Background: an optimization exercise with open tools, aiming at small area and a short achievable clock period. Do not read the settings as production practice.
Only simulation tests tie the RTL to the original design; equivalence was not proved.
Power figures rest on the tool's default switching activity, not on a simulated workload.

[flow/run.sh]
#!/bin/bash
# Standard ORFS layout with plain buffers on the ports instead of the delay
# buffers buffer_ports picks by default. Every tool's output is kept in a log
# file in the work folder.
set -euo pipefail
export BUFFER_PORTS_ARGS="-buffer_cell sky130_fd_sc_hd__buf_2"
bash standard.sh > standard.log 2>&1
[standard.sh]
#!/bin/bash
# synth_recipe.tcl (not shown) runs the flow's synth.tcl, then flattens the netlist and writes it again
# the make line also repeats each setting of config.mk as NAME=value (left out here)
make -C /OpenROAD-flow-scripts/flow DESIGN_CONFIG=/design/flow/config.mk WORK_HOME=/design/flow/orfs CLKGATE_MAP_FILE= SYNTH_SCRIPT=/design/flow/synth_recipe.tcl "${@:-finish}"
[config.mk]
export PLATFORM = sky130hd
export DESIGN_NAME = dcm_top
export DESIGN_NICKNAME = dcm_top
export VERILOG_FILES = /design/flow/design.v
export SDC_FILE = /design/flow/constraint.sdc
export NUM_CORES = 4
export LEC_CHECK = 0
export CAP_MARGIN = 0
export CORE_MARGIN = 2
export CORE_UTILIZATION = 65
export CTS_BUF_LIST = sky130_fd_sc_hd__clkbuf_16
export CTS_CLUSTER_DIAMETER = 150
export CTS_CLUSTER_SIZE = 30
export PLACE_DENSITY = 0.78
export SLEW_MARGIN = 0
[constraint.sdc]
create_clock -name core_clock -period 68.0 [get_ports {clk}]
set_input_delay 13.6000 -clock core_clock [delete_from_list [all_inputs] [get_ports {clk}]]
set_output_delay 13.6000 -clock core_clock [all_outputs]
set_load 0.01 [all_outputs]
[design.v]
package dcm_pkg;
    typedef struct packed {
        logic [7-1:0]   duty;      
        logic [16-1:0] period;    
    } meas_rec_t;
    typedef enum logic [1:0] {
        REG_DATA   = 2'd0,
        REG_STATUS = 2'd1,
        REG_CTRL   = 2'd2
    } reg_addr_t;
endpackage
`timescale 1ns/10ps
module duty_meter (
    input  logic [15:0] rem_in,    
    input  logic [15:0] div_p,     
    input  logic        inc,
    input  logic        dec,       
    output logic [15:0] rem_out,   
    output logic [2:0]  q          
);
    logic [15:0] r [0:3];
    logic [15:0] a, b, g, p, gg, pp, c, s;
    logic        cin;
    always_comb begin
        r[0] = rem_in;
        cin  = ~inc & ~dec;
        for (int k = 0; k < 3; k++) begin
            a = {r[k][14:0], 1'b0};
            b = ~div_p;
            p = a ^ b;
            g = a & b;
            g[0] = dec | (b[0] & cin);
            gg = g;
            pp = p;
            for (int l = 0; l < 4; l++)
                for (int i = 0; i < 16; i++)
                    if ((i >> l) & 1) begin
                        gg[i] = gg[i] | (pp[i] & gg[((i >> l) << l) - 1]);
                        pp[i] = pp[i] & pp[((i >> l) << l) - 1];
                    end
            c = {gg[14:0], cin};
            s = p ^ c;
            q[2-k] = r[k][15] | gg[15];
            r[k+1] = q[2-k] ? s : a;
        end
        rem_out = r[3];
    end
endmodule
`timescale 1ns/10ps
module dcm_top (
    input  logic        clk,
    input  logic        rst,
    input  logic        sig_in,
    input  logic        wb_cyc,
    input  logic        wb_stb,
    input  logic        wb_we,
    input  logic [1:0]  wb_adr,
    input  logic [31:0] wb_dat_w,
    output logic [31:0] wb_dat_r,
    output logic        wb_ack
);
    localparam int PW = 16;
    localparam int DW = 7;
    localparam int RW = PW + DW;
    localparam int DEPTH = 8;
    logic sig_s1, sig_s2, sig_d;
    always_ff @(posedge clk or negedge rst) begin
        if (!rst) begin
            sig_s1 <= 1'b0;
            sig_s2 <= 1'b0;
            sig_d  <= 1'b0;
        end else begin
            sig_s1 <= sig_in;
            sig_s2 <= sig_s1;
            sig_d  <= sig_s2;
        end
    end
    logic rise;      
    logic pre;       
    assign rise = sig_s2 & ~sig_d;
    assign pre  = sig_s1 & ~sig_s2;
    logic          enable;
    logic          armed;
    logic          push;
    logic [PW-1:0] period_cnt;
    logic [PW-1:0] high_cnt;
    logic          p_max, h_max;
    logic [PW-1:0] p_inc, h_inc;    
    logic [PW-1:0] rem_q;           
    logic [PW-1:0] rem_in, div_p, rem3;
    logic          div_inc, div_dec;
    logic [2:0]    qstep;
    logic [2:0]    q_a, q_b;        
    logic          p_two;
    logic [DW-1:0] duty;
    assign p_max = &period_cnt;
    assign h_max = &high_cnt;
    assign p_inc = p_max ? period_cnt : period_cnt + 1'b1;
    assign h_inc = (sig_s2 && !h_max) ? high_cnt + 1'b1 : high_cnt;
    always_comb begin
        div_p   = p_inc;
        div_dec = rise & ~p_max;
        div_inc = ~rise & ~pre & ~&p_inc;
        rem_in  = (rise | pre) ? rem_q : h_inc;
    end
    duty_meter u_div (
        .rem_in  (rem_in),
        .div_p   (div_p),
        .inc     (div_inc),
        .dec     (div_dec),
        .rem_out (rem3),
        .q       (qstep)
    );
    assign p_two = (period_cnt == PW'(2));
    assign duty  = p_two ? DW'(64) : {q_b, q_a, qstep[2]};
    always_ff @(posedge clk) begin
        rem_q <= rem3;
        q_a   <= qstep;
        q_b   <= q_a;
        period_cnt <= rise ? PW'(1) : p_inc;
        high_cnt   <= rise ? PW'(1) : h_inc;    
    end
    always_ff @(posedge clk or negedge rst) begin
        if (!rst) begin
            armed <= 1'b0;
            push  <= 1'b0;
        end else begin
            armed <= enable & (armed | rise);
            push  <= enable & rise & armed;
        end
    end
    logic [RW-1:0] mem [0:DEPTH-1];
    logic [2:0]    wr_ptr, rd_ptr;
    logic [3:0]    count;
    logic          ovf;
    logic          empty, full;
    logic          pop_q, clr_q;
    logic          wen;
    logic [RW-1:0] head;
    assign empty = (count == 4'd0);
    assign full  = count[3];
    assign wen   = rise & (~full | pop_q);
    always_ff @(posedge clk) begin
        for (int i = 0; i < DEPTH; i++)
            if (wen && wr_ptr == 3'(i))
                mem[i] <= {duty, period_cnt};
    end
    always_comb begin
        head = '0;
        for (int i = 0; i < DEPTH; i++)
            head = head | ({RW{rd_ptr == 3'(i)}} & mem[i]);
    end
    always_ff @(posedge clk or negedge rst) begin
        if (!rst) begin
            wr_ptr <= '0;
            rd_ptr <= '0;
            count  <= '0;
            ovf    <= 1'b0;
        end else begin
            if (push && !full)
                wr_ptr <= wr_ptr + 1'b1;
            if (pop_q)
                rd_ptr <= rd_ptr + 1'b1;
            case ({push && !full, pop_q})
                2'b10:   count <= count + 1'b1;
                2'b01:   count <= count - 1'b1;
                default: count <= count;
            endcase
            if (push && full)
                ovf <= 1'b1;
            else if (clr_q)
                ovf <= 1'b0;
        end
    end
    logic req;
    logic a_data, a_stat, a_ctrl;
    logic [25:0] rd_q;
    logic ack_n;
    assign req    = wb_cyc & wb_stb & ack_n;
    assign a_data = (wb_adr == 2'd0);
    assign a_stat = (wb_adr == 2'd1);
    assign a_ctrl = (wb_adr == 2'd2);
    always_ff @(posedge clk or negedge rst) begin
        if (!rst) begin
            wb_ack <= 1'b0;
            ack_n  <= 1'b1;
            pop_q  <= 1'b0;
            clr_q  <= 1'b0;
            enable <= 1'b0;
        end else begin
            wb_ack <= req;
            ack_n  <= ~req;
            pop_q  <= req & ~wb_we & a_data & ~empty;
            clr_q  <= req & wb_we & a_stat & wb_dat_w[8];
            if (req && wb_we && a_ctrl)
                enable <= wb_dat_w[0];
        end
    end
    logic dv;
    assign dv = a_data & ~empty;
    always_ff @(posedge clk) begin
        rd_q[25:10] <= dv ? head[15:0] : 16'd0;                  
        rd_q[9]     <= dv;                                       
        rd_q[8]     <= a_stat & empty;
        rd_q[7]     <= a_stat & ovf;
        rd_q[6:4]   <= dv ? head[22:20] : 3'd0;                  
        rd_q[3:1]   <= dv ? head[19:17] : (a_stat ? count[3:1] : 3'd0);
        rd_q[0]     <= dv ? head[16] : (a_stat ? count[0] : (a_ctrl & enable));
    end
    assign wb_dat_r = {rd_q[25:9], 5'd0, rd_q[8:7], 1'b0, rd_q[6:0]};
endmodule
==> out/results.ini, run 1 <==
[sta]
rsz0062_at_grt=false
fin_crit_sh_pct=21.6
final-setup-viol-count=0
relSlewSlack_pct=24.0
tightest_slew_ps=1140
fin_skew_ps=14.7
hold_ws_ps=358
max_freq_mhz=68.2
hold_viol=0
setup_tns_ps=0
finalCriticalPeriod_ps=14670
slew_viol_final=0

[critical_path]
critPathCaptureType=flop
slowest_stage=or3_1
critPathMaxStageDelay_ps=810
required_ps=68370
start_kind=input pin
path_max_fanout=21
path_buf_inv=1
crit_type=input pin to flop
crit_chain=buf_2, or3_1, a31oi_1
crit_family=simple AND/OR/NAND/NOR gates
cp.arrival_ps=15030

[logic_synthesis]
avgSynthCellArea_um2=13.1
synth_cell_types=69
ys_ff_latch=285
synthCells=1001
synth-main-ff-cell=edfxtp_1
ys_async_sr_fraction_pct=7.37
netlist_area_mm2=0.0131
synth_xor_area_share_pct=3.94
synth_top_family_by_area=compound AO/OA/AOI/OAI gates
yosys_warnings=4
synth_edf_count=184
synth.mux.area_fraction_pct=8.52
synthAdderAreaFrac_pct=7.81
ys_seq_area_share_pct=58.4
synth_compound_area_share_pct=9.94
synth-simple-area-share_pct=9.05

[outcome]
status=finished clean

[pwr]
seqPwrFrac_pct=26.9
clockPowerShare_pct=10.3
power.internal_mw=0.513
switchingPower_mw=0.320
leakagePower_nw=5.26
p_comb_share_pct=62.7
netSwitchingFraction_pct=38.4
power_density_mw_per_mm2=59.7
vdd_drop_max_mv=0.102
power.total_mw=0.833

[grt]
grt_start_max_net_pins=59
grt_pass1_vias=8050
grt_pass1_wl_um=42200
overflow=0
antenna_found_initial=0
grt.total_usage_pct=24.9

[route]
totalWireLength_um=26400
vias_per_cell=6.18
wl_per_cell_um=20.2
antenna_left=0
vias=8075
firstDrtPassIters=6
drc=0
drt_iter0_drc=651

[floorplanning]
initial_utilization_pct=66.7
coreArea_mm2=0.0197
row_count=51
dieArea_mm2=0.0213
die_y_um=146
ios=73
die_x_um=146

[clocking]
clkLatencyLatePin_ps=480
cts_tree=yes
cts_max_level=1
cts_inserted_buffers=13
cts_resized=0
cts_num_sinks=285
clock_path_buffers=3
cts.clk_slew.worst_paths_ps=110
clock-root-buffer=clkbuf_16
postCtsSetupBuffers=0
cts_hold_repair.buffers=0

[place]
post-place-cells=1285
post-dp-hpwl_um=17200
port-buffer-count=36
routabilityCongestion=0.838

[min_path]
worstHoldPathType=flop to flop

[finish]
nFillCells=1393
nets=1149
diodes=0
utilization_pct=71.0
multi_input_area_mm2=0.00517
regArea_mm2=0.00765
fin_cells=1306
synthToLayoutAreaGrowth_pct=6.46
drive_gt1_share_pct=16.4

[flow_run]
maxCapViolCount=0

-- sequential cells by signal, summed over array words and instances (netlist names), 3 cells and up --
register and flops:
period_cnt 16, rd_ptr 3, mem 184, rd_q 26, q_a 3, q_b 3, rem_q 16, count 4
wr_ptr 3, high_cnt 16
-- layout make-up --
cell class                      count  area share [%]
Sequential cell                   285            54.9
Multi-Input combinational cell    650            37.1
Tap cell                          265            2.38
Clock buffer                       13            2.33
Timing Repair Buffer               53            2.21
Inverter                           32           0.861
Clock inverter                      8           0.305
-- power by group through the flow --
stage	clock (mW)	combinational, mW	sequential (mW)
6_report	0.0860	0.522	0.224
5_1_grt	0.0934	0.590	0.226
4_1_cts	0.0871	0.526	0.224
3_5_place_dp	0	0.523	0.228
3_3_place_gp	0	0.506	0.227
2_1_floorplan	0	0.432	0.225
-- Yosys cell counts (13+ instances only) --
| library cell | count | area [um2] |
|---|---|---|
| nand2_1 | 48 | 180 |
| a21oi_1 | 36 | 180 |
| a222oi_1 | 23 | 230 |
| dfrtp_1 | 20 | 500 |
| inv_1 | 31 | 116 |
| and3_1 | 14 | 87.6 |
| mux2_2 | 78 | 878 |
| a21o_1 | 13 | 97.6 |
| fa_1 | 13 | 260 |
| edfxtp_1 | 184 | 5530 |
| xor2_1 | 25 | 219 |
| nor2_1 | 66 | 248 |
| ha_1 | 61 | 763 |
| and2_1 | 16 | 100 |
| nand3_1 | 23 | 115 |
| a31oi_1 | 16 | 100 |
| xnor2_1 | 34 | 298 |
| clkbuf_1 | 20 | 75.1 |
| o21ai_0 | 30 | 150 |
| dfxtp_1 | 80 | 1600 |
| a22oi_1 | 24 | 180 |
-- per-layer routing --
layer | vias to the layer above | global-route usage [%] | part of all wire [%]
li1 | 3816 | - | -
met1 | 3975 | 33.2 | 42
met2 | 238 | 44.3 | 51
met3 | 46 | 2.63 | 5.4
met4 | 0 | 6.02 | 2.0
met5 | - | 0 | 0
-- logic make-up (layout without fill, tap and decap cells) --
kind of cell    Yosys count  count (layout)
compound gates          180             180
flops                   285             285
other cells               1               6
mux                      98              98
xor+xnor                 59              59
buf+inv                  71             106
fa+ha+maj                74              74
simple gates            233             233
-- cells in the final DEF (no fill, tap or decap), types with 7 or more instances in the layout --
cell type and count:
a21o_1 13, nor2_1 66, mux2_2 78, a31oi_1 16, mux2_4 7, xor2_1 25
a222oi_1 23, fa_1 13, mux2i_1 10, buf_2 36, a22oi_1 24, nand4_1 11
edfxtp_1 184, nor3_1 9, dfrtp_1 19, o21ai_0 30, xnor2_1 34, inv_1 38
nand2b_1 8, nand2_1 48, a21oi_1 36, nand3_1 23, clkbuf_16 13, nor4_1 7
dfxtp_1 80, and3_1 12, and2_1 16, buf_4 17, ha_1 61
-- final timing paths --
| kind | slack, ps | cells after the start | endpoint | startpoint |
|---|---|---|---|---|
| max | 53330 | 3 | rd_q[19] | wb_adr[1] |
| min | 360 | 0 | q_b[2] | q_a[2] |
| max reg2reg | 56400 | 40 | rem_q[7] | period_cnt[0] |
| min reg2reg | 360 | 0 | q_b[2] | q_a[2] |
| max in group asynchronous | 54570 | 1 | rd_ptr[2] | rst |
| min in group asynchronous | 13070 | 1 | count[2] | rst |
-- through the flow --
| stage | area (um2) | worst slack (ps) |
|---|---|---|
| after floorplan | 13100 | 53610 |
| after global placement | 13600 | 52890 |
| after detailed placement | 13600 | 52870 |
| after CTS | 14000 | 53370 |
| after global routing | 14000 | 53350 |
| final | 14000 | 53330 |
==> inputs of run 2 (changes only) <==
--- a/design.v
+++ b/design.v
@@ -34,16 +34,22 @@
             pp = p;
             for (int l = 0; l < 4; l++)
                 for (int i = 0; i < 16; i++)
-                    if ((i >> l) & 1) begin
-                        gg[i] = gg[i] | (pp[i] & gg[((i >> l) << l) - 1]);
-                        pp[i] = pp[i] & pp[((i >> l) << l) - 1];
+                    if ((i % (2 << l)) == (2 << l) - 1) begin
+                        gg[i] = gg[i] | (pp[i] & gg[i - (1 << l)]);
+                        pp[i] = pp[i] & pp[i - (1 << l)];
+                    end
+            for (int l = 2; l >= 0; l--)
+                for (int i = 0; i < 16; i++)
+                    if ((i % (2 << l)) == (1 << l) - 1 && i >= (2 << l)) begin
+                        gg[i] = gg[i] | (pp[i] & gg[i - (1 << l)]);
+                        pp[i] = pp[i] & pp[i - (1 << l)];
                     end
             c = {gg[14:0], cin};
             s = p ^ c;
             q[2-k] = r[k][15] | gg[15];
             r[k+1] = q[2-k] ? s : a;
         end
-        rem_out = r[3];
+        rem_out = r[2];    
     end
 endmodule
 `timescale 1ns/10ps
@@ -87,10 +93,10 @@
     logic          p_max, h_max;
     logic [PW-1:0] p_inc, h_inc;    
     logic [PW-1:0] rem_q;           
-    logic [PW-1:0] rem_in, div_p, rem3;
+    logic [PW-1:0] rem_in, div_p, rem2;
     logic          div_inc, div_dec;
     logic [2:0]    qstep;
-    logic [2:0]    q_a, q_b;        
+    logic [1:0]    q_a, q_b;        
     logic          p_two;
     logic [DW-1:0] duty;
     assign p_max = &period_cnt;
@@ -108,14 +114,14 @@
         .div_p   (div_p),
         .inc     (div_inc),
         .dec     (div_dec),
-        .rem_out (rem3),
+        .rem_out (rem2),
         .q       (qstep)
     );
     assign p_two = (period_cnt == PW'(2));
-    assign duty  = p_two ? DW'(64) : {q_b, q_a, qstep[2]};
+    assign duty  = p_two ? DW'(64) : {q_b, q_a, qstep};
     always_ff @(posedge clk) begin
-        rem_q <= rem3;
-        q_a   <= qstep;
+        rem_q <= rem2;
+        q_a   <= qstep[2:1];
         q_b   <= q_a;
         period_cnt <= rise ? PW'(1) : p_inc;
         high_cnt   <= rise ? PW'(1) : h_inc;    
==> out/results.ini, run 2 <==
[critical_path]
r2r_end=mem[0][16]  ; was rem_q[7]
path_buf_inv=1  ; unchanged
timing.rr.start=period_cnt[1]  ; was period_cnt[0]
crit_type=flop to output port  ; was input pin to flop
rrSetupSlack_ps=57590  ; was 56400 ps
slowest_stage=dfrtp_1  ; was or3_1
r2r.worst_path.cells=36  ; was 40
start_kind=flop  ; was input pin
critPathMaxStageDelay_ps=380  ; was 810 ps
critPathCaptureType=output port  ; was flop
crit_chain=buf_2  ; was buf_2, or3_1, a31oi_1
path_max_fanout=1  ; was 21
crit_family=flip-flops  ; was simple AND/OR/NAND/NOR gates
required_ps=54400  ; was 68370 ps
cp.arrival_ps=990  ; was 15030 ps

[pwr]
power_density_mw_per_mm2=44.6  ; was 59.7 mW/mm2
vdd_drop_max_mv=0.0372  ; was 0.102 mV
leakagePower_nw=5.24  ; was 5.26 nW

[sta]
final-setup-viol-count=0  ; unchanged
max_freq_mhz=68.6  ; was 68.2 MHz
finalCriticalPeriod_ps=14590  ; was 14670 ps
rsz0062_at_grt=false  ; unchanged
fin_ws_ps=53410  ; was 53330 ps
relSlewSlack_pct=18.8  ; was 24.0%
fin_crit_sh_pct=21.4  ; was 21.6%
hold_viol=0  ; unchanged
tightest_slew_ps=1220  ; was 1140 ps
fin_skew_ps=24.6  ; was 14.7 ps
slew_viol_final=0  ; unchanged
setup_tns_ps=0  ; unchanged

[logic_synthesis]
synth.largest_area_cell=edfxtp_1  ; unchanged
netlist_top_cells_count=184 x edfxtp_1, 78 x dfxtp_1, 62 x ha_1  ; was 184 x edfxtp_1, 80 x dfxtp_1, 78 x mux2_2
avgSynthCellArea_um2=13.5  ; was 13.1 um2
netlist_top_cells_area=edfxtp_1 44%, dfxtp_1 12%, ha_1 6.2%  ; was edfxtp_1 42%, dfxtp_1 12%, mux2_2 6.7%
synth_top_area_share_pct=44.0  ; was 42.1%
synth_most_common_cell=edfxtp_1  ; unchanged
netlist_area_mm2=0.0126  ; was 0.0131 mm2
ys_seq_area_share_pct=60.6  ; was 58.4%
synth_cell_types=72  ; was 69
synth_edf_count=184  ; unchanged
yosys_warnings=4  ; unchanged
synth-main-ff-cell=edfxtp_1  ; unchanged
ys_ff_latch=283  ; was 285
ys_async_sr_fraction_pct=7.42  ; was 7.37%
synthCells=932  ; was 1001

[clocking]
cts_num_sinks=283  ; was 285
cts_inserted_buffers=13  ; unchanged
cts_max_level=1  ; unchanged
clock_path_buffers=3  ; unchanged
clkLatencyLatePin_ps=490  ; was 480 ps
cts_tree=yes  ; unchanged
cts_resized=0  ; unchanged
clock-root-buffer=clkbuf_16  ; unchanged
cts.clk_slew.worst_paths_ps=110  ; about the same
postCtsSetupBuffers=0  ; unchanged
cts_hold_repair.buffers=0  ; unchanged

[finish]
nets=1086  ; was 1149
synthToLayoutAreaGrowth_pct=6.72  ; was 6.46%
largest_register=mem  ; unchanged
drive_gt1_share_pct=11.7  ; was 16.4%
utilization_pct=71.2  ; was 71.0%
diodes=0  ; unchanged
nFillCells=1309  ; was 1393
largest_register_ffs=184  ; unchanged
layout_common_cells=184 x edfxtp_1, 78 x dfxtp_1, 62 x ha_1  ; was 184 x edfxtp_1, 80 x dfxtp_1, 78 x mux2_2
reg_top3=mem (184), rd_q (26)  ; unchanged
layout_commonest_cell=edfxtp_1  ; unchanged
multi_input_area_mm2=0.00461  ; was 0.00517 mm2
postLayoutCellArea_mm2=0.0134  ; was 0.0140 mm2
regArea_mm2=0.00761  ; was 0.00765 mm2

[floorplanning]
ios=73  ; unchanged
dieArea_mm2=0.0204  ; was 0.0213 mm2
row_count=50  ; was 51
coreArea_mm2=0.0188  ; was 0.0197 mm2
die_x_um=143  ; was 146 um
initial_utilization_pct=66.7  ; about the same
die_y_um=143  ; was 146 um

[route]
antenna_left=0  ; unchanged
vias_per_cell=6.33  ; was 6.18
totalWireLength_um=26100  ; was 26400 um
drc=0  ; unchanged
wl_per_cell_um=21.2  ; was 20.2 um
vias=7807  ; was 8075
firstDrtPassIters=5  ; was 6
drt_iter0_drc=788  ; was 651

[place]
port-buffer-count=36  ; unchanged
post-dp-hpwl_um=16400  ; was 17200 um
routabilityCongestion=0.817  ; was 0.838
placed_cell_area_mm2=0.0130  ; was 0.0136 mm2
pre_cts_ws_ps=52940  ; was 52870 ps

[outcome]
status=finished clean  ; unchanged

[flow_run]
maxCapViolCount=0  ; unchanged

[grt]
overflow=0  ; unchanged
grt_pass1_vias=7763  ; was 8050
antenna_found_initial=0  ; unchanged
grt_pass1_wl_um=41300  ; was 42200 um
grt_start_max_net_pins=42  ; was 59
grt.total_usage_pct=26.3  ; was 24.9%

[min_path]
hold_path_end=q_b[1]  ; was q_b[2]
hold_depth=0  ; unchanged
hold_path_startpoint=q_a[1]  ; was q_a[2]
worstHoldPathType=flop to flop  ; unchanged

[run 2: cell count changes after synthesis, sizes merged, moves of 6 or more]
cell	previous run	this run
a21o	13	29
a221o	2	9
a221oi	2	15
a222oi	23	44
a22oi	24	4
a31oi	16	6
inv	32	42
mux2	88	24
nand2	48	37
nand3	23	14
xnor2	34	21
xor2	25	19
[run 2: worst max-delay path by stage]
stage                               to       from  cells past startpoint  slack, ps
after CTS                 wb_dat_r[28]   rd_q[22]                      1      53410
after detailed placement      rd_q[17]  wb_adr[1]                      3      52940
after global placement        rd_q[17]  wb_adr[1]                      3      53000
after floorplan               rd_q[10]  wb_adr[0]                      4      53470
after global routing            wb_ack     wb_ack                      1      53370
final                           wb_ack     wb_ack                      1      53410
[run 2: where the power goes]
group | internal, mW | switching (mW)
combinational | 0.131 | 0.157
sequential | 0.213 | 0.00959
clock | 0.0361 | 0.0502
total | 0.381 | 0.217
[run 2: cell families after synthesis]
logic type / count (synthesis) / share of synthesized area, %
AOI/OAI and AO/OA: 208 / 13.0
xor gates and xnor gates: 40 / 2.79
adders and majority gates: 79 / 8.89
buffers and inverters: 82 / 2.83
DFF: 283 / 60.6
muxes: 39 / 3.56
other: 1 / 0.0299
and+or+nand+nor: 200 / 8.32
[run 2: cell type report]
type | instances | share of cell area [%]
timing repair buffer | 55 | 2.41
tap | 260 | 2.43
clock inverter | 8 | 0.345
clock buffer | 13 | 2.43
sequential | 283 | 56.8
inverter | 42 | 1.18
multi-input combinational | 572 | 34.4
[run 2: routing by layer]
metal,wire length (um),global-route usage [%],up-vias
met2,12900,45.2,293
met3,1620,2.75,43
met4,616,7.76,0
met1,11000,35.9,3846
met5,0,0,-
li1,-,-,3625
[run 2: stage by stage]
stage	cells	total power, mW	hold slack, ps
2_1_floorplan	937	0.451	323
3_3_place_gp	1212	0.504	338
3_5_place_dp	1212	0.514	332
4_1_cts	1233	0.600	354
5_1_grt	1233	0.645	359
6_report	1233	0.597	352
==> inputs of run 3 (changes only) <==
--- a/config.mk
+++ b/config.mk
@@ -7,9 +7,9 @@
 export LEC_CHECK = 0
 export CAP_MARGIN = 0
 export CORE_MARGIN = 2
-export CORE_UTILIZATION = 65
+export CORE_UTILIZATION = 72
 export CTS_BUF_LIST = sky130_fd_sc_hd__clkbuf_16
 export CTS_CLUSTER_DIAMETER = 150
-export CTS_CLUSTER_SIZE = 30
-export PLACE_DENSITY = 0.78
+export CTS_CLUSTER_SIZE = 28
+export PLACE_DENSITY = 0.82
 export SLEW_MARGIN = 0
==> out/results.ini, run 3 <==
[outcome]
status=finished clean  ; unchanged

[logic_synthesis]
synth_top_family_by_area=compound AO/OA/AOI/OAI gates  ; unchanged
synth.mux.area_fraction_pct=3.56  ; unchanged
synth.largest_area_cell=edfxtp_1  ; unchanged
synth_edf_count=184  ; unchanged
ys_seq_area_share_pct=60.6  ; unchanged
ys_ff_latch=283  ; unchanged
synth_cell_types=72  ; unchanged
synth-simple-area-share_pct=8.32  ; unchanged
synth_xor_area_share_pct=2.79  ; unchanged
synthCells=932  ; unchanged
avgSynthCellArea_um2=13.5  ; unchanged
netlist_area_mm2=0.0126  ; unchanged
ys_async_sr_fraction_pct=7.42  ; unchanged
synth-main-ff-cell=edfxtp_1  ; unchanged
synth_top_area_share_pct=44.0  ; unchanged
yosys_warnings=4  ; unchanged
synth_compound_area_share_pct=13.0  ; unchanged
synthAdderAreaFrac_pct=8.89  ; unchanged
synth_most_common_cell=edfxtp_1  ; unchanged
netlist_top_cells_count=184 x edfxtp_1, 78 x dfxtp_1, 62 x ha_1  ; unchanged
netlist_top_cells_area=edfxtp_1 44%, dfxtp_1 12%, ha_1 6.2%  ; unchanged

[sta]
tightest_slew_ps=1240  ; was 1220 ps
fin_crit_sh_pct=21.5  ; was 21.4%
finalCriticalPeriod_ps=14610  ; was 14590 ps
fin_ws_ps=53390  ; was 53410 ps
final-setup-viol-count=0  ; unchanged
rsz0062_at_grt=false  ; unchanged
hold_viol=0  ; unchanged
setup_tns_ps=0  ; unchanged
relSlewSlack_pct=17.6  ; was 18.8%
slew_viol_final=0  ; unchanged
max_freq_mhz=68.4  ; was 68.6 MHz
fin_skew_ps=29.4  ; was 24.6 ps

[floorplanning]
row_count=48  ; was 50
ios=73  ; unchanged
die_x_um=136  ; was 143 um
dieArea_mm2=0.0185  ; was 0.0204 mm2
die_y_um=136  ; was 143 um
initial_utilization_pct=73.1  ; was 66.7%
coreArea_mm2=0.0172  ; was 0.0188 mm2

[clocking]
cts_max_level=1  ; unchanged
postCtsSetupBuffers=0  ; unchanged
cts_tree=yes  ; unchanged
cts.clk_slew.worst_paths_ps=100  ; was 110 ps
clkLatencyLatePin_ps=490  ; about the same
cts_hold_repair.buffers=0  ; unchanged
clock-root-buffer=clkbuf_16  ; unchanged
cts_num_sinks=283  ; unchanged
clock_path_buffers=3  ; unchanged
cts_inserted_buffers=14  ; was 13
cts_resized=0  ; unchanged

[place]
routabilityCongestion=0.857  ; was 0.817
port-buffer-count=36  ; unchanged
pre_cts_ws_ps=52990  ; was 52940 ps
post-dp-hpwl_um=17800  ; was 16400 um
placed_cell_area_mm2=0.0130  ; about the same

[route]
antenna_left=0  ; unchanged
totalWireLength_um=28200  ; was 26100 um
vias_per_cell=6.82  ; was 6.33
drc=0  ; unchanged
wl_per_cell_um=23.6  ; was 21.2 um
firstDrtPassIters=7  ; was 5
vias=8158  ; was 7807
drt_iter0_drc=934  ; was 788

[pwr]
power_density_mw_per_mm2=45.9  ; was 44.6 mW/mm2
seqPwrFrac_pct=36.4  ; was 37.3%
power.internal_mw=0.387  ; was 0.381 mW
vdd_drop_max_mv=0.0456  ; was 0.0372 mV
clockPowerShare_pct=15.1  ; was 14.4%
p_comb_share_pct=48.5  ; was 48.2%
switchingPower_mw=0.228  ; was 0.217 mW
netSwitchingFraction_pct=37.0  ; was 36.3%
leakagePower_nw=5.25  ; was 5.24 nW

[critical_path]
critPathCaptureType=flop  ; was output port
worstSetupStartpoint=wb_adr[1]  ; was wb_ack
r2r_end=mem[3][16]  ; was mem[0][16]
required_ps=68380  ; was 54400 ps
timing.rr.start=period_cnt[0]  ; was period_cnt[1]
cp.arrival_ps=14990  ; was 990 ps
endpoint=pop_q  ; was wb_ack
crit_type=input pin to flop  ; was flop to output port
r2r.worst_path.cells=35  ; was 36
start_kind=input pin  ; was flop
path_max_fanout=21  ; was 1
rrSetupSlack_ps=57270  ; was 57590 ps

[finish]
diodes=0  ; unchanged
nets=1082  ; was 1086
largest_register_ffs=184  ; unchanged
reg_top3=mem (184), rd_q (26)  ; unchanged
postLayoutCellArea_mm2=0.0134  ; about the same
synthToLayoutAreaGrowth_pct=6.60  ; was 6.72%
layout_commonest_cell=edfxtp_1  ; unchanged
largest_register=mem  ; unchanged
layout_common_cells=184 x edfxtp_1, 78 x dfxtp_1, 61 x ha_1  ; was 184 x edfxtp_1, 78 x dfxtp_1, 62 x ha_1
nFillCells=1017  ; was 1309
drive_gt1_share_pct=11.5  ; was 11.7%

[flow_run]
maxCapViolCount=0  ; unchanged

[grt]
antenna_found_initial=0  ; unchanged
overflow=0  ; unchanged
grt.total_usage_pct=31.0  ; was 26.3%
grt_start_max_net_pins=47  ; was 42
grt_pass1_vias=8117  ; was 7763
grt_pass1_wl_um=43400  ; was 41300 um

[min_path]
worstHoldPathType=flop to flop  ; unchanged
hold_depth=0  ; unchanged

## run 3: changes by cell type in the layout (fill, tap and decap cells not counted)
cell and change:
buf_4 -5, clkbuf_16 +2, clkinv_16 +1, ha_1 -1, ha_2 +1, inv_1 +1, inv_16 -1
## run 3: power groups by stage
stage          Clock (mW)  Sequential, mW  Combinational, mW
2_1_floorplan           0           0.224              0.227
3_3_place_gp            0           0.225              0.273
3_5_place_dp            0           0.227              0.292
4_1_cts            0.0941           0.223              0.295
5_1_grt            0.0996           0.225              0.331
6_report           0.0929           0.224              0.298
## run 3: layout make-up
class	instances	area (um2)	area share, %
flip-flops and latches	283	7610	56.9
multi-input cells	572	4610	34.5
well taps	225	282	2.10
clock inverters	9	60.1	0.449
repair buffers	50	285	2.13
inverters	42	158	1.18
clock buffers	15	375	2.80
## run 3: kinds of logic (layout without fill, tap and decap cells)
group,after synthesis,count (layout)
AO/OA/AOI/OAI,208,208
XOR/XNOR,40,40
flip-flops,283,283
buffers and inverters,82,116
multiplexers,39,39
adder cells (fa/ha/maj),79,79
other,1,6
AND/OR/NAND/NOR,200,200
## run 3: through the flow
stage	cells	utilization, %	hold slack [ps]	total power [mW]
2_1_floorplan	937	-	323	0.451
3_3_place_gp	1172	75.4	327	0.498
3_5_place_dp	1172	75.4	346	0.519
4_1_cts	1196	77.9	374	0.612
5_1_grt	1196	77.9	381	0.656
6_report	1196	77.9	370	0.614
## run 3: worst min path at each step
stage	startpoint	end	slack, ps
finish	q_a[0]	q_b[0]	370
global route	q_a[0]	q_b[0]	380
CTS	q_a[0]	q_b[0]	370
detailed placement	q_a[1]	q_b[1]	350
global placement	q_a[1]	q_b[1]	330
floorplan	q_a[0]	q_b[0]	320
## run 3: routing by layer
metal	part of all wire, %	vias up	global-route usage [%]
met2	50	444	52.6
met1	38	4012	40.4
met3	8.7	72	4.44
li1	-	3630	-
met5	0	-	0
met4	3.2	0	12.6
## run 3: worst max-delay path: stages
cell,delay [ps]
buf_2,150
or3_1,820
nor3_1,410
==> inputs of run 4 (changes only) <==
--- a/design.v
+++ b/design.v
@@ -181,21 +181,18 @@
     logic req;
     logic a_data, a_stat, a_ctrl;
     logic [25:0] rd_q;
-    logic ack_n;
-    assign req    = wb_cyc & wb_stb & ack_n;
+    assign req    = wb_cyc & wb_stb & ~wb_ack;
     assign a_data = (wb_adr == 2'd0);
     assign a_stat = (wb_adr == 2'd1);
     assign a_ctrl = (wb_adr == 2'd2);
     always_ff @(posedge clk or negedge rst) begin
         if (!rst) begin
             wb_ack <= 1'b0;
-            ack_n  <= 1'b1;
             pop_q  <= 1'b0;
             clr_q  <= 1'b0;
             enable <= 1'b0;
         end else begin
             wb_ack <= req;
-            ack_n  <= ~req;
             pop_q  <= req & ~wb_we & a_data & ~empty;
             clr_q  <= req & wb_we & a_stat & wb_dat_w[8];
             if (req && wb_we && a_ctrl)
--- a/config.mk
+++ b/config.mk
@@ -7,9 +7,9 @@
 export LEC_CHECK = 0
 export CAP_MARGIN = 0
 export CORE_MARGIN = 2
-export CORE_UTILIZATION = 72
+export CORE_UTILIZATION = 65
 export CTS_BUF_LIST = sky130_fd_sc_hd__clkbuf_16
 export CTS_CLUSTER_DIAMETER = 150
-export CTS_CLUSTER_SIZE = 28
-export PLACE_DENSITY = 0.82
+export CTS_CLUSTER_SIZE = 30
+export PLACE_DENSITY = 0.78
 export SLEW_MARGIN = 0
==> out/results.ini, run 4 <==
[pwr]
power.total_mw=0.598  ; was 0.614 mW
switchingPower_mw=0.221  ; was 0.228 mW
vdd_drop_max_mv=0.0691  ; was 0.0456 mV
clockPowerShare_pct=14.2  ; was 15.1%
seqPwrFrac_pct=37.2  ; was 36.4%
power_density_mw_per_mm2=45.0  ; was 45.9 mW/mm2
leakagePower_nw=5.19  ; was 5.25 nW
netSwitchingFraction_pct=36.9  ; was 37.0%
p_comb_share_pct=48.5  ; about the same
power.internal_mw=0.377  ; was 0.387 mW

[route]
firstDrtPassIters=7  ; unchanged
drc=0  ; unchanged
vias=7791  ; was 8158
totalWireLength_um=25700  ; was 28200 um
antenna_left=0  ; unchanged
drt_iter0_drc=661  ; was 934
wl_per_cell_um=21.3  ; was 23.6 um
vias_per_cell=6.44  ; was 6.82

[clocking]
cts_max_level=1  ; unchanged
cts_inserted_buffers=13  ; was 14
clock-root-buffer=clkbuf_16  ; unchanged
cts.clk_slew.worst_paths_ps=110  ; was 100 ps
clkLatencyLatePin_ps=480  ; was 490 ps
cts_num_sinks=282  ; was 283
cts_tree=yes  ; unchanged
clock_path_buffers=3  ; unchanged
cts_hold_repair.buffers=0  ; unchanged
postCtsSetupBuffers=0  ; unchanged
cts_resized=0  ; unchanged

[grt]
antenna_found_initial=0  ; unchanged
grt_pass1_vias=7805  ; was 8117
overflow=0  ; unchanged
grt_pass1_wl_um=41000  ; was 43400 um
grt.total_usage_pct=26.1  ; was 31.0%
grt_start_max_net_pins=46  ; was 47

[logic_synthesis]
synth_edf_count=184  ; unchanged
netlist_area_mm2=0.0125  ; was 0.0126 mm2
yosys_warnings=4  ; unchanged
synth_top_area_share_pct=44.2  ; was 44.0%
ys_seq_area_share_pct=60.7  ; was 60.6%
synth.largest_area_cell=edfxtp_1  ; unchanged
avgSynthCellArea_um2=13.3  ; was 13.5 um2
synth_most_common_cell=edfxtp_1  ; unchanged
synthCells=943  ; was 932
ys_async_sr_fraction_pct=7.09  ; was 7.42%
synth-main-ff-cell=edfxtp_1  ; unchanged
ys_ff_latch=282  ; was 283
netlist_top_cells_area=edfxtp_1 44%, dfxtp_1 12%, ha_1 6.2%  ; unchanged
synth_cell_types=64  ; was 72
netlist_top_cells_count=184 x edfxtp_1, 78 x dfxtp_1, 62 x ha_1  ; unchanged

[min_path]
hold_path_startpoint=q_a[1]  ; was q_a[0]
hold_depth=0  ; unchanged
worstHoldPathType=flop to flop  ; unchanged
hold_path_end=q_b[1]  ; was q_b[0]

[finish]
diodes=0  ; unchanged
nFillCells=1320  ; was 1017
layout_commonest_cell=edfxtp_1  ; unchanged
largest_register=mem  ; unchanged
synthToLayoutAreaGrowth_pct=6.22  ; was 6.60%
reg_top3=mem (184), rd_q (26)  ; unchanged
nets=1090  ; was 1082
layout_common_cells=184 x edfxtp_1, 78 x dfxtp_1, 62 x ha_1  ; was 184 x edfxtp_1, 78 x dfxtp_1, 61 x ha_1
utilization_pct=70.7  ; was 77.9%
drive_gt1_share_pct=9.74  ; was 11.5%
largest_register_ffs=184  ; unchanged

[critical_path]
critPathCaptureType=output port  ; was flop
path_max_fanout=3  ; was 21
r2r.worst_path.cells=34  ; was 35
path_buf_inv=1  ; unchanged
critPathMaxStageDelay_ps=410  ; was 820 ps
crit_type=flop to output port  ; was input pin to flop
timing.rr.start=period_cnt[0]  ; unchanged
r2r_end=mem[3][16]  ; unchanged
rrSetupSlack_ps=57260  ; was 57270 ps
crit_chain=buf_2  ; was buf_2, or3_1, nor3_1
slowest_stage=dfrtp_1  ; was or3_1
crit_family=flip-flops  ; was simple AND/OR/NAND/NOR gates
start_kind=flop  ; was input pin
required_ps=54400  ; was 68380 ps
cp.arrival_ps=1020  ; was 14990 ps

[place]
routabilityCongestion=0.905  ; was 0.857
post-dp-hpwl_um=16600  ; was 17800 um
pre_cts_ws_ps=52930  ; was 52990 ps
port-buffer-count=36  ; unchanged

[floorplanning]
ios=73  ; unchanged
die_y_um=143  ; was 136 um
row_count=50  ; was 48
initial_utilization_pct=66.6  ; was 73.1%
die_x_um=143  ; was 136 um
dieArea_mm2=0.0203  ; was 0.0185 mm2
coreArea_mm2=0.0188  ; was 0.0172 mm2

[sta]
relSlewSlack_pct=30.1  ; was 17.6%
tightest_slew_ps=1050  ; was 1240 ps
fin_skew_ps=20.8  ; was 29.4 ps
fin_ws_ps=53380  ; was 53390 ps
fin_crit_sh_pct=21.5  ; about the same
slew_viol_final=0  ; unchanged
final-setup-viol-count=0  ; unchanged
rsz0062_at_grt=false  ; unchanged
setup_tns_ps=0  ; unchanged
hold_viol=0  ; unchanged
max_freq_mhz=68.4  ; about the same
finalCriticalPeriod_ps=14620  ; was 14610 ps

[flow_run]
maxCapViolCount=0  ; unchanged

[outcome]
status=finished clean  ; unchanged

run 4: cell type report:
cell class | instances | area (um2) | share of cell area (%)
flip-flops and latches | 282 | 7590 | 57.2
well taps | 234 | 293 | 2.21
clock inverters | 6 | 38.8 | 0.292
clock buffers | 13 | 325 | 2.45
repair buffers | 53 | 308 | 2.32
inverters | 41 | 154 | 1.16
multi-input cells | 580 | 4570 | 34.4
run 4: per-layer routing:
| layer | global-route usage (%) | share of wire, % | vias up |
|---|---|---|---|
| met4 | 8.03 | 2.4 | 0 |
| met2 | 45.3 | 50 | 270 |
| met5 | 0 | 0 | - |
| li1 | - | - | 3638 |
| met1 | 34.9 | 41 | 3837 |
| met3 | 2.95 | 6.7 | 46 |
run 4: worst max path at each step:
stage | start | endpoint | cells after the start
6_report | wb_ack | wb_ack | 1
3_3_place_gp | wb_adr[1] | pop_q | 3
5_1_grt | wb_ack | wb_ack | 1
2_1_floorplan | wb_adr[0] | rd_q[18] | 4
3_5_place_dp | wb_adr[1] | pop_q | 3
4_1_cts | wb_ack | wb_ack | 1
run 4: power by group through the flow:
stage | logic, mW | registers [mW] | clock network (mW)
floorplan | 0.223 | 0.224 | 0
global placement | 0.279 | 0.225 | 0
detailed placement | 0.287 | 0.226 | 0
CTS | 0.290 | 0.222 | 0.0868
global route | 0.330 | 0.224 | 0.0925
finish | 0.290 | 0.223 | 0.0850
run 4: per-stage QoR:
step / instance area, um2 / hold WS [ps] / cells
global route: 13300 / 375 / 1209
CTS: 13300 / 365 / 1209
detailed placement: 12900 / 347 / 1190
finish: 13300 / 365 / 1209
floorplan: 12500 / 323 / 948
global placement: 12900 / 330 / 1190
run 4: cells by family (layout without fill, tap and decap cells):
logic type | Yosys count | count (layout) | synth area share [%]
simple gates | 202 | 202 | 8.24
compound gates | 208 | 208 | 12.5
buf+inv | 86 | 113 | 2.90
fa+ha+maj | 79 | 79 | 8.93
flops | 282 | 282 | 60.7
other cells | 1 | 6 | 0.0300
mux | 43 | 43 | 3.73
xor+xnor | 42 | 42 | 2.94
==> inputs of run 5 (changes only) <==
--- a/design.v
+++ b/design.v
@@ -181,18 +181,21 @@
     logic req;
     logic a_data, a_stat, a_ctrl;
     logic [25:0] rd_q;
-    assign req    = wb_cyc & wb_stb & ~wb_ack;
+    logic ack_n;
+    assign req    = wb_cyc & wb_stb & ack_n;
     assign a_data = (wb_adr == 2'd0);
     assign a_stat = (wb_adr == 2'd1);
     assign a_ctrl = (wb_adr == 2'd2);
     always_ff @(posedge clk or negedge rst) begin
         if (!rst) begin
             wb_ack <= 1'b0;
+            ack_n  <= 1'b1;
             pop_q  <= 1'b0;
             clr_q  <= 1'b0;
             enable <= 1'b0;
         end else begin
             wb_ack <= req;
+            ack_n  <= ~req;
             pop_q  <= req & ~wb_we & a_data & ~empty;
             clr_q  <= req & wb_we & a_stat & wb_dat_w[8];
             if (req && wb_we && a_ctrl)
--- a/config.mk
+++ b/config.mk
@@ -8,8 +8,8 @@
 export CAP_MARGIN = 0
 export CORE_MARGIN = 2
 export CORE_UTILIZATION = 65
-export CTS_BUF_LIST = sky130_fd_sc_hd__clkbuf_16
-export CTS_CLUSTER_DIAMETER = 150
-export CTS_CLUSTER_SIZE = 30
+export CTS_BUF_LIST = sky130_fd_sc_hd__clkbuf_8
+export CTS_CLUSTER_DIAMETER = 80
+export CTS_CLUSTER_SIZE = 16
 export PLACE_DENSITY = 0.78
 export SLEW_MARGIN = 0
==> out/results.ini, run 5 <==
[logic_synthesis]
netlist_top_cells_area=edfxtp_1 44%, dfxtp_1 12%, ha_1 6.2%  ; unchanged
synth_cell_types=72  ; was 64
synth.largest_area_cell=edfxtp_1  ; unchanged
synth-main-ff-cell=edfxtp_1  ; unchanged
avgSynthCellArea_um2=13.5  ; was 13.3 um2
netlist_area_mm2=0.0126  ; was 0.0125 mm2
synthCells=932  ; was 943
synth.mux.area_fraction_pct=3.56  ; was 3.73%
yosys_warnings=4  ; unchanged
netlist_top_cells_count=184 x edfxtp_1, 78 x dfxtp_1, 62 x ha_1  ; unchanged
synthAdderAreaFrac_pct=8.89  ; was 8.93%
synth-simple-area-share_pct=8.32  ; was 8.24%
ys_ff_latch=283  ; was 282
synth_top_family_by_area=compound AO/OA/AOI/OAI gates  ; unchanged
synth_edf_count=184  ; unchanged
ys_seq_area_share_pct=60.6  ; was 60.7%
synth_compound_area_share_pct=13.0  ; was 12.5%
synth_xor_area_share_pct=2.79  ; was 2.94%
synth_top_area_share_pct=44.0  ; was 44.2%
synth_most_common_cell=edfxtp_1  ; unchanged
ys_async_sr_fraction_pct=7.42  ; was 7.09%

[route]
wl_per_cell_um=21.2  ; was 21.3 um
drc=0  ; unchanged
vias=7883  ; was 7791
totalWireLength_um=26500  ; was 25700 um
antenna_left=0  ; unchanged
drt_iter0_drc=902  ; was 661
firstDrtPassIters=6  ; was 7
vias_per_cell=6.31  ; was 6.44

[finish]
synthToLayoutAreaGrowth_pct=6.55  ; was 6.22%
largest_register=mem  ; unchanged
layout_common_cells=184 x edfxtp_1, 78 x dfxtp_1, 62 x ha_1  ; unchanged
diodes=0  ; unchanged
reg_top3=mem (184), rd_q (26)  ; unchanged
largest_register_ffs=184  ; unchanged
nets=1094  ; was 1090
layout_commonest_cell=edfxtp_1  ; unchanged
drive_gt1_share_pct=12.3  ; was 9.74%

[clocking]
cts_max_level=1  ; unchanged
cts_resized=0  ; unchanged
clkLatencyLatePin_ps=540  ; was 480 ps
cts_tree=yes  ; unchanged
cts_inserted_buffers=21  ; was 13
cts_hold_repair.buffers=0  ; unchanged
clock_path_buffers=3  ; unchanged
cts.clk_slew.worst_paths_ps=100  ; was 110 ps
cts_num_sinks=283  ; was 282
clock-root-buffer=clkbuf_8  ; was clkbuf_16
postCtsSetupBuffers=0  ; unchanged

[critical_path]
path_buf_inv=1  ; unchanged
crit_family=flip-flops  ; unchanged
slowest_stage=dfxtp_1  ; was dfrtp_1
critPathCaptureType=output port  ; unchanged
cp.arrival_ps=1050  ; was 1020 ps
critPathMaxStageDelay_ps=370  ; was 410 ps
crit_chain=buf_2  ; unchanged
path_max_fanout=1  ; was 3
required_ps=54400  ; about the same
start_kind=flop  ; unchanged
crit_type=flop to output port  ; unchanged

[pwr]
power.total_mw=0.592  ; was 0.598 mW
leakagePower_nw=5.27  ; was 5.19 nW
power_density_mw_per_mm2=44.2  ; was 45.0 mW/mm2
vdd_drop_max_mv=0.0379  ; was 0.0691 mV

[sta]
fin_crit_sh_pct=21.5  ; about the same
finalCriticalPeriod_ps=14650  ; was 14620 ps
tightest_slew_ps=1210  ; was 1050 ps
final-setup-viol-count=0  ; unchanged
relSlewSlack_pct=19.1  ; was 30.1%
max_freq_mhz=68.3  ; was 68.4 MHz
fin_skew_ps=15.7  ; was 20.8 ps
rsz0062_at_grt=false  ; unchanged
setup_tns_ps=0  ; unchanged
hold_ws_ps=353  ; was 365 ps
slew_viol_final=0  ; unchanged
hold_viol=0  ; unchanged

[grt]
grt_pass1_wl_um=41800  ; was 41000 um
overflow=0  ; unchanged
grt_start_max_net_pins=42  ; was 46
grt_pass1_vias=7892  ; was 7805
antenna_found_initial=0  ; unchanged
grt.total_usage_pct=26.7  ; was 26.1%

[floorplanning]
die_x_um=143  ; about the same
row_count=50  ; unchanged
dieArea_mm2=0.0204  ; was 0.0203 mm2
coreArea_mm2=0.0188  ; about the same
initial_utilization_pct=66.7  ; was 66.6%
ios=73  ; unchanged
die_y_um=143  ; about the same

[place]
routabilityCongestion=0.817  ; was 0.905
port-buffer-count=36  ; unchanged
post-dp-hpwl_um=16400  ; was 16600 um

[outcome]
status=finished clean  ; unchanged

[flow_run]
maxCapViolCount=0  ; unchanged

[min_path]
worstHoldPathType=flop to flop  ; unchanged

[run 5: changes by cell type in the layout (fill, tap and decap cells not counted), moves of 5 or more]
cell,change
a21oi_1,-8
a221o_1,+5
clkbuf_16,-13
clkbuf_8,+21
inv_1,+11
mux2_1,-5
mux2_4,+5
mux2i_1,-5
o311ai_0,-7
xnor2_1,+5
xor2_1,-7
[run 5: cells by family after synthesis]
kind of cell / count (synthesis)
adder cells (fa/ha/maj): 79
buffers and inverters: 82
XOR/XNOR: 40
AND/OR/NAND/NOR: 200
AO/OA/AOI/OAI: 208
other: 1
multiplexers: 39
flip-flops: 283
[run 5: area by class of cell]
cell class	count	area [um2]
fill	1329	5450
clock inverter	16	61.3
sequential	283	7610
inverter	42	158
timing repair buffer	55	323
tap	260	325
multi-input combinational	572	4610
clock buffer	21	289
[run 5: final timing paths]
| check | slack (ps) | cells after the start | startpoint | to |
|---|---|---|---|---|
| worst min-delay path | 350 | 0 | q_a[1] | q_b[1] |
| min in group asynchronous | 13010 | 1 | rst | rd_ptr[0] |
| worst max-delay path | 53350 | 1 | rd_q[16] | wb_dat_r[22] |
| worst max register to register | 57570 | 36 | period_cnt[1] | mem[0][16] |
| worst min register to register | 350 | 0 | q_a[1] | q_b[1] |
| max in group asynchronous | 54630 | 1 | rst | ack_n |
[run 5: per-stage QoR]
stage	std cells	cell area [um2]	setup slack, ps	util (%)
finish	1249	13400	53350	71.1
global route	1249	13400	53310	71.1
CTS	1249	13400	53340	71.1
detailed placement	1212	13000	52940	69.2
global placement	1212	13000	53000	69.2
floorplan	937	12600	53470	-
[run 5: per-layer routing]
layer  share of wire, %  track usage (%)  vias up
met5                  0                0        -
li1                   -                -     3643
met4                1.8             8.81        0
met2                 50             45.6      287
met3                6.5             2.62       34
met1                 41             36.4     3919
[run 5: power breakdown]
| part | leakage (nW) | switching, mW | internal (mW) |
|---|---|---|---|
| registers | 2.60 | 0.00965 | 0.213 |
| logic | 2.44 | 0.157 | 0.131 |
| clock network | 0.231 | 0.0512 | 0.0291 |
| total | 5.27 | 0.218 | 0.374 |
==> inputs of run 6 (changes only) <==
--- a/design.v
+++ b/design.v
@@ -154,7 +154,7 @@
     always_comb begin
         head = '0;
         for (int i = 0; i < DEPTH; i++)
-            head = head | ({RW{rd_ptr == 3'(i)}} & mem[i]);
+            head = head | ({RW{rd_ptr == 3'(i) && !empty}} & mem[i]);    
     end
     always_ff @(posedge clk or negedge rst) begin
         if (!rst) begin
@@ -181,21 +181,18 @@
     logic req;
     logic a_data, a_stat, a_ctrl;
     logic [25:0] rd_q;
-    logic ack_n;
-    assign req    = wb_cyc & wb_stb & ack_n;
+    assign req    = wb_cyc & wb_stb & ~wb_ack;
     assign a_data = (wb_adr == 2'd0);
     assign a_stat = (wb_adr == 2'd1);
     assign a_ctrl = (wb_adr == 2'd2);
     always_ff @(posedge clk or negedge rst) begin
         if (!rst) begin
             wb_ack <= 1'b0;
-            ack_n  <= 1'b1;
             pop_q  <= 1'b0;
             clr_q  <= 1'b0;
             enable <= 1'b0;
         end else begin
             wb_ack <= req;
-            ack_n  <= ~req;
             pop_q  <= req & ~wb_we & a_data & ~empty;
             clr_q  <= req & wb_we & a_stat & wb_dat_w[8];
             if (req && wb_we && a_ctrl)
@@ -205,13 +202,13 @@
     logic dv;
     assign dv = a_data & ~empty;
     always_ff @(posedge clk) begin
-        rd_q[25:10] <= dv ? head[15:0] : 16'd0;                  
+        rd_q[25:10] <= a_data ? head[15:0] : 16'd0;              
         rd_q[9]     <= dv;                                       
         rd_q[8]     <= a_stat & empty;
         rd_q[7]     <= a_stat & ovf;
-        rd_q[6:4]   <= dv ? head[22:20] : 3'd0;                  
-        rd_q[3:1]   <= dv ? head[19:17] : (a_stat ? count[3:1] : 3'd0);
-        rd_q[0]     <= dv ? head[16] : (a_stat ? count[0] : (a_ctrl & enable));
+        rd_q[6:4]   <= a_data ? head[22:20] : 3'd0;              
+        rd_q[3:1]   <= a_data ? head[19:17] : (a_stat ? count[3:1] : 3'd0);
+        rd_q[0]     <= a_data ? head[16] : (a_stat ? count[0] : (a_ctrl & enable));
     end
     assign wb_dat_r = {rd_q[25:9], 5'd0, rd_q[8:7], 1'b0, rd_q[6:0]};
 endmodule
--- a/config.mk
+++ b/config.mk
@@ -8,8 +8,8 @@
 export CAP_MARGIN = 0
 export CORE_MARGIN = 2
 export CORE_UTILIZATION = 65
-export CTS_BUF_LIST = sky130_fd_sc_hd__clkbuf_8
-export CTS_CLUSTER_DIAMETER = 80
-export CTS_CLUSTER_SIZE = 16
+export CTS_BUF_LIST = sky130_fd_sc_hd__clkbuf_16
+export CTS_CLUSTER_DIAMETER = 150
+export CTS_CLUSTER_SIZE = 30
 export PLACE_DENSITY = 0.78
 export SLEW_MARGIN = 0
==> out/results.ini, run 6 <==
[outcome]
status=finished clean  ; unchanged

[clocking]
cts.clk_slew.worst_paths_ps=110  ; was 100 ps
clock-root-buffer=clkbuf_16  ; was clkbuf_8
cts_inserted_buffers=13  ; was 21
cts_max_level=1  ; unchanged
cts_hold_repair.buffers=0  ; unchanged
cts_resized=0  ; unchanged
postCtsSetupBuffers=0  ; unchanged
clkLatencyLatePin_ps=480  ; was 540 ps
clock_path_buffers=3  ; unchanged
cts_tree=yes  ; unchanged
cts_num_sinks=282  ; was 283

[critical_path]
crit_type=flop to output port  ; unchanged
path_buf_inv=1  ; unchanged
critPathCaptureType=output port  ; unchanged
critPathMaxStageDelay_ps=400  ; was 370 ps
cp.arrival_ps=1010  ; was 1050 ps
crit_chain=buf_2  ; unchanged
path_max_fanout=2  ; was 1
r2r.worst_path.cells=35  ; was 36
required_ps=54400  ; about the same
start_kind=flop  ; unchanged
path_depth=1  ; unchanged
crit_family=flip-flops  ; unchanged
slowest_stage=dfrtp_1  ; was dfxtp_1

[logic_synthesis]
yosys_warnings=4  ; unchanged
ys_seq_area_share_pct=62.0  ; was 60.6%
netlist_area_mm2=0.0122  ; was 0.0126 mm2
netlist_top_cells_count=184 x edfxtp_1, 78 x dfxtp_1, 62 x ha_1  ; unchanged
synth_most_common_cell=edfxtp_1  ; unchanged
synth.largest_area_cell=edfxtp_1  ; unchanged
avgSynthCellArea_um2=13.5  ; about the same
ys_ff_latch=282  ; was 283
ys_async_sr_fraction_pct=7.09  ; was 7.42%
synth_top_area_share_pct=45.1  ; was 44.0%
netlist_top_cells_area=edfxtp_1 45%, dfxtp_1 13%, ha_1 6.3%  ; was edfxtp_1 44%, dfxtp_1 12%, ha_1 6.2%
synthCells=908  ; was 932
synth_cell_types=64  ; was 72
synth_edf_count=184  ; unchanged
synth-main-ff-cell=edfxtp_1  ; unchanged

[sta]
fin_crit_sh_pct=21.5  ; about the same
setup_tns_ps=0  ; unchanged
tightest_slew_ps=1300  ; was 1210 ps
hold_viol=0  ; unchanged
slew_viol_final=0  ; unchanged
rsz0062_at_grt=false  ; unchanged
relSlewSlack_pct=13.1  ; was 19.1%
final-setup-viol-count=0  ; unchanged
finalCriticalPeriod_ps=14610  ; was 14650 ps
max_freq_mhz=68.4  ; was 68.3 MHz
fin_skew_ps=8.65  ; was 15.7 ps

[floorplanning]
initial_utilization_pct=65.9  ; was 66.7%
row_count=50  ; unchanged
ios=73  ; unchanged
die_y_um=141  ; was 143 um
die_x_um=141  ; was 143 um
dieArea_mm2=0.0200  ; was 0.0204 mm2
coreArea_mm2=0.0186  ; was 0.0188 mm2

[finish]
diodes=0  ; unchanged
multi_input_area_mm2=0.00431  ; was 0.00461 mm2
reg_top3=mem (184), rd_q (26)  ; unchanged
layout_commonest_cell=edfxtp_1  ; unchanged
largest_register_ffs=184  ; unchanged
largest_register=mem  ; unchanged
regArea_mm2=0.00759  ; was 0.00761 mm2
synthToLayoutAreaGrowth_pct=6.23  ; was 6.55%
nFillCells=1216  ; was 1329
layout_common_cells=184 x edfxtp_1, 78 x dfxtp_1, 62 x ha_1  ; unchanged
drive_gt1_share_pct=10.1  ; was 12.3%
nets=1052  ; was 1094

[place]
post-dp-hpwl_um=17100  ; was 16400 um
port-buffer-count=36  ; unchanged
routabilityCongestion=0.924  ; was 0.817

[min_path]
worstHoldPathType=flop to flop  ; unchanged
hold_depth=0  ; unchanged

[pwr]
power.total_mw=0.571  ; was 0.592 mW
leakagePower_nw=4.94  ; was 5.27 nW
power.internal_mw=0.362  ; was 0.374 mW
seqPwrFrac_pct=38.7  ; was 37.7%
switchingPower_mw=0.209  ; was 0.218 mW
clockPowerShare_pct=15.0  ; was 13.6%
p_comb_share_pct=46.3  ; was 48.7%
vdd_drop_max_mv=0.0452  ; was 0.0379 mV
power_density_mw_per_mm2=43.9  ; was 44.2 mW/mm2
netSwitchingFraction_pct=36.6  ; was 36.9%

[route]
vias_per_cell=6.67  ; was 6.31
drc=0  ; unchanged
antenna_left=0  ; unchanged
drt_iter0_drc=850  ; was 902
vias=7827  ; was 7883
totalWireLength_um=26900  ; was 26500 um
wl_per_cell_um=22.9  ; was 21.2 um
firstDrtPassIters=8  ; was 6

[grt]
overflow=0  ; unchanged
grt.total_usage_pct=27.3  ; was 26.7%
grt_pass1_wl_um=42300  ; was 41800 um
grt_start_max_net_pins=32  ; was 42
antenna_found_initial=0  ; unchanged
grt_pass1_vias=7936  ; was 7892

[flow_run]
maxCapViolCount=0  ; unchanged

==> run 6: changes by cell type in the layout (fill, tap and decap cells not counted), sizes merged, moves of 8 or more <==
| cell | change |
|---|---|
| xor2 | +10 |
| clkbuf | -8 |
| a21oi | -9 |
| nand2 | -9 |
| a21o | -17 |
| and3 | +8 |
| a31oi | +20 |
| a22oi | +16 |
| xnor2 | -9 |
| o21ai | -12 |
==> run 6: cell type report <==
class	instances	area share (%)
well taps	234	2.25
clock buffers	13	2.50
inverters	43	1.30
flip-flops and latches	282	58.3
repair buffers	49	2.14
multi-input cells	544	33.1
clock inverters	8	0.356
==> run 6: logic make-up after synthesis <==
group / after synthesis / share of synthesized area (%)
AOI/OAI and AO/OA: 197 / 12.1
other: 1 / 0.0306
adders and majority gates: 79 / 9.11
xor gates and xnor gates: 41 / 2.93
buffers and inverters: 87 / 3.04
and+or+nand+nor: 189 / 8.00
muxes: 32 / 2.79
DFF: 282 / 62.0
==> run 6: per-stage QoR <==
step           instances  worst slack, ps  util (%)  area [um2]  hold WS [ps]
6_report            1173            53390      70.0       13000           360
3_3_place_gp        1152            53090      68.0       12600           332
4_1_cts             1173            53370      70.0       13000           358
3_5_place_dp        1152            53080      68.0       12600           337
5_1_grt             1173            53340      70.0       13000           367
2_1_floorplan        913            53260         -       12300           323
==> run 6: power by group through the flow <==
stage / sequential, mW / clock [mW] / combinational (mW)
floorplan: 0.223 / 0 / 0.197
global placement: 0.224 / 0 / 0.245
detailed placement: 0.225 / 0 / 0.259
CTS: 0.221 / 0.0872 / 0.261
global route: 0.223 / 0.0927 / 0.295
finish: 0.221 / 0.0857 / 0.264
==> run 6: final timing paths <==
kind,slack [ps],endpoint,start
max,53390,wb_ack,wb_ack
min,360,q_b[1],q_a[1]
max reg2reg,57260,mem[4][16],period_cnt[7]
min reg2reg,360,q_b[1],q_a[1]
max in group asynchronous,54650,wb_ack,rst
min in group asynchronous,13040,rd_ptr[0],rst
==> run 6: layer usage <==
layer,track usage [%],up-vias,wire [um]
met5,0,-,0
met4,8.47,0,600
met3,3.37,55,2170
met2,47.4,393,13600
met1,36.4,3867,10600
li1,-,3512,-
==> inputs of run 7 (changes only) <==
==> flow/run.sh (replaced) <==
#!/bin/bash
# Standard ORFS layout with plain buffers on the ports instead of the delay
# buffers buffer_ports picks by default, and a clock tree without dummy
# loads. Every tool's output is kept in a log file in the work folder.
set -euo pipefail
export BUFFER_PORTS_ARGS="-buffer_cell sky130_fd_sc_hd__buf_2"
export CTS_ARGS="-sink_clustering_enable -repair_clock_nets -sink_clustering_size 30 -sink_clustering_max_diameter 150 -buf_list sky130_fd_sc_hd__clkbuf_16 -dont_use_dummy_load"
bash standard.sh > standard.log 2>&1
==> out/results.ini, run 7 <==
[clocking]
clkLatencyLatePin_ps=480  ; about the same
cts_num_sinks=282  ; unchanged
cts.clk_slew.worst_paths_ps=110  ; about the same
cts_resized=0  ; unchanged
clock_path_buffers=3  ; unchanged
cts_tree=yes  ; unchanged
cts_inserted_buffers=13  ; unchanged
clock-root-buffer=clkbuf_16  ; unchanged
postCtsSetupBuffers=0  ; unchanged
cts_hold_repair.buffers=0  ; unchanged
cts_max_level=1  ; unchanged

[grt]
antenna_found_initial=0  ; unchanged
grt_start_max_net_pins=31  ; was 32
grt_pass1_vias=7962  ; was 7936
overflow=0  ; unchanged
grt_pass1_wl_um=42200  ; was 42300 um
grt.total_usage_pct=27.3  ; about the same

[route]
vias=7792  ; was 7827
dr.max_layer_used=met4  ; unchanged
drt_iter0_drc=816  ; was 850
antenna_left=0  ; unchanged
totalWireLength_um=26800  ; was 26900 um
vias_per_cell=6.69  ; was 6.67
drt-met1-wl_um=10700  ; was 10600 um
wl_met3_um=2020  ; was 2170 um
firstDrtPassIters=8  ; unchanged
drc=0  ; unchanged
wl_met2_um=13500  ; was 13600 um
wl_per_cell_um=23.0  ; was 22.9 um

[logic_synthesis]
avgSynthCellArea_um2=13.5  ; unchanged
yosys_warnings=4  ; unchanged
synth_edf_count=184  ; unchanged
synthCells=908  ; unchanged
ys_ff_latch=282  ; unchanged
ys_seq_area_share_pct=62.0  ; unchanged
synth.largest_area_cell=edfxtp_1  ; unchanged
synth-main-ff-cell=edfxtp_1  ; unchanged
synth_top_area_share_pct=45.1  ; unchanged
synth_cell_types=64  ; unchanged
netlist_top_cells_count=184 x edfxtp_1, 78 x dfxtp_1, 62 x ha_1  ; unchanged
netlist_top_cells_area=edfxtp_1 45%, dfxtp_1 13%, ha_1 6.3%  ; unchanged
ys_async_sr_fraction_pct=7.09  ; unchanged
netlist_area_mm2=0.0122  ; unchanged
synth_most_common_cell=edfxtp_1  ; unchanged

[place]
post-dp-hpwl_um=17100  ; unchanged
post-place-cells=1152  ; unchanged
routabilityCongestion=0.924  ; unchanged
port-buffer-count=36  ; unchanged

[critical_path]
worstSetupStartpoint=wb_ack  ; unchanged
crit_chain=buf_2  ; unchanged
crit_type=flop to output port  ; unchanged
slowest_stage=dfrtp_1  ; unchanged
timing.rr.start=period_cnt[7]  ; unchanged
cp.arrival_ps=1020  ; was 1010 ps
path_max_fanout=2  ; unchanged
required_ps=54400  ; about the same
critPathCaptureType=output port  ; unchanged
path_buf_inv=1  ; unchanged
start_kind=flop  ; unchanged
crit_family=flip-flops  ; unchanged
critPathMaxStageDelay_ps=400  ; about the same

[sta]
fin_crit_sh_pct=21.5  ; about the same
setup_tns_ps=0  ; unchanged
max_freq_mhz=68.4  ; about the same
final-setup-viol-count=0  ; unchanged
fin_skew_ps=33.5  ; was 8.65 ps
rsz0062_at_grt=false  ; unchanged
finalCriticalPeriod_ps=14620  ; was 14610 ps
tightest_slew_ps=1310  ; was 1300 ps
hold_viol=0  ; unchanged
slew_viol_final=0  ; unchanged
relSlewSlack_pct=12.9  ; was 13.1%
hold_ws_ps=359  ; was 360 ps

[finish]
nFillCells=1225  ; was 1216
largest_register=mem  ; unchanged
reg_top3=mem (184), rd_q (26)  ; unchanged
layout_commonest_cell=edfxtp_1  ; unchanged
fin_cells=1165  ; was 1173
drive_gt1_share_pct=10.1  ; about the same
layout_common_cells=184 x edfxtp_1, 78 x dfxtp_1, 62 x ha_1  ; unchanged
largest_register_ffs=184  ; unchanged
diodes=0  ; unchanged
utilization_pct=69.8  ; was 70.0%
nets=1052  ; unchanged
synthToLayoutAreaGrowth_pct=5.85  ; was 6.23%

[floorplanning]
ios=73  ; unchanged
initial_utilization_pct=65.9  ; unchanged
die_y_um=141  ; unchanged
dieArea_mm2=0.0200  ; unchanged
die_x_um=141  ; unchanged
coreArea_mm2=0.0186  ; unchanged
row_count=50  ; unchanged

[pwr]
power_density_mw_per_mm2=43.7  ; was 43.9 mW/mm2
vdd_drop_max_mv=0.0445  ; was 0.0452 mV
power.total_mw=0.567  ; was 0.571 mW
leakagePower_nw=4.89  ; was 4.94 nW

[outcome]
status=finished clean  ; unchanged

[min_path]
worstHoldPathType=flop to flop  ; unchanged
hold_path_startpoint=q_a[1]  ; unchanged

[flow_run]
maxCapViolCount=0  ; unchanged

## run 7: cell types whose count changed in the layout (fill, tap and decap cells not counted), sizes merged
| cell | change |
|---|---|
| inv | -8 |
## run 7: where the power goes
group | switching [mW] | internal [mW] | leakage [nW]
sequential | 0.00896 | 0.212 | 2.59
combinational | 0.150 | 0.114 | 2.14
clock | 0.0470 | 0.0346 | 0.160
## run 7: metrics by stage
step / setup WS [ps] / cell area, um2
after CTS: 53370 / 13000
after detailed placement: 53080 / 12600
after global placement: 53090 / 12600
after floorplan: 53260 / 12300
final: 53380 / 13000
after global routing: 53340 / 13000
## run 7: kinds of logic after synthesis
kind of cell	Yosys count	share of synthesized area, %
muxes	32	2.79
and+or+nand+nor	189	8.00
adders and majority gates	79	9.11
DFF	282	62.0
other	1	0.0306
AOI/OAI and AO/OA	197	12.1
xor gates and xnor gates	41	2.93
buffers and inverters	87	3.04
## run 7: worst paths after layout
path                              endpoint  slack (ps)  cells past startpoint
worst max-delay path                wb_ack       53380                      1
worst min-delay path                q_b[1]         360                      0
worst max register to register  mem[4][16]       57290                     35
worst min register to register      q_b[1]         360                      0
max in group asynchronous        wr_ptr[0]       54650                      1
min in group asynchronous        wr_ptr[2]       13040                      1
## run 7: area by class of cell
cell class	count	area [um2]	share of cell area [%]
clock buffer	13	325	2.51
inverter	43	169	1.30
multi-input combinational	544	4310	33.3
sequential	282	7590	58.5
tap	234	293	2.26
timing repair buffer	49	278	2.14
## run 7: per-layer routing
metal / global-route usage, % / vias to the layer above
li1: - / 3504
met2: 47.3 / 372
met3: 3.48 / 57
met4: 8.47 / 0
met1: 36.4 / 3859
met5: 0 / -

## port drivers added, routing unchanged
In the flow no input, the clock included, has a driving cell. The finished layouts below were timed again as built, in two steps.
Step 1 (the two cells are an assumption about what drives the block):
set clk [get_ports {clk}]
set_driving_cell -lib_cell sky130_fd_sc_hd__clkbuf_16 $clk
set_driving_cell -lib_cell sky130_fd_sc_hd__buf_2 [delete_from_list [all_inputs] $clk]
Step 2 moves the port delays by t, midway between the first and last clock arrival at a register: inputs arrive t later, outputs are due t later. That takes back most of the time a late clock gives input paths.
Slacks: ideal ports / drivers / drivers and shift; pairs: ideal ports / drivers.
run	shift t [ns]	slack for setup (ns)	latest minus earliest clock arrival (ns)
run 1	0.521	53.333 / 53.359 / 52.838	0.014 / 0.014
run 2	0.522	53.415 / 53.370 / 53.009	0.026 / 0.026
run 3	0.517	53.389 / 53.364 / 52.890	0.032 / 0.032
run 4	0.516	53.376 / 53.330 / 52.930	0.022 / 0.022
run 5	0.572	53.354 / 53.313 / 52.962	0.016 / 0.016
run 6	0.524	53.386 / 53.338 / 53.061	0.010 / 0.010
run 7	0.515	53.383 / 53.335 / 53.098	0.033 / 0.034
After both steps every run listed still meets setup and hold. For run 3, which loses most, drivers alone change the setup slack by -0.025 ns; drivers and shift together by -0.499 ns.
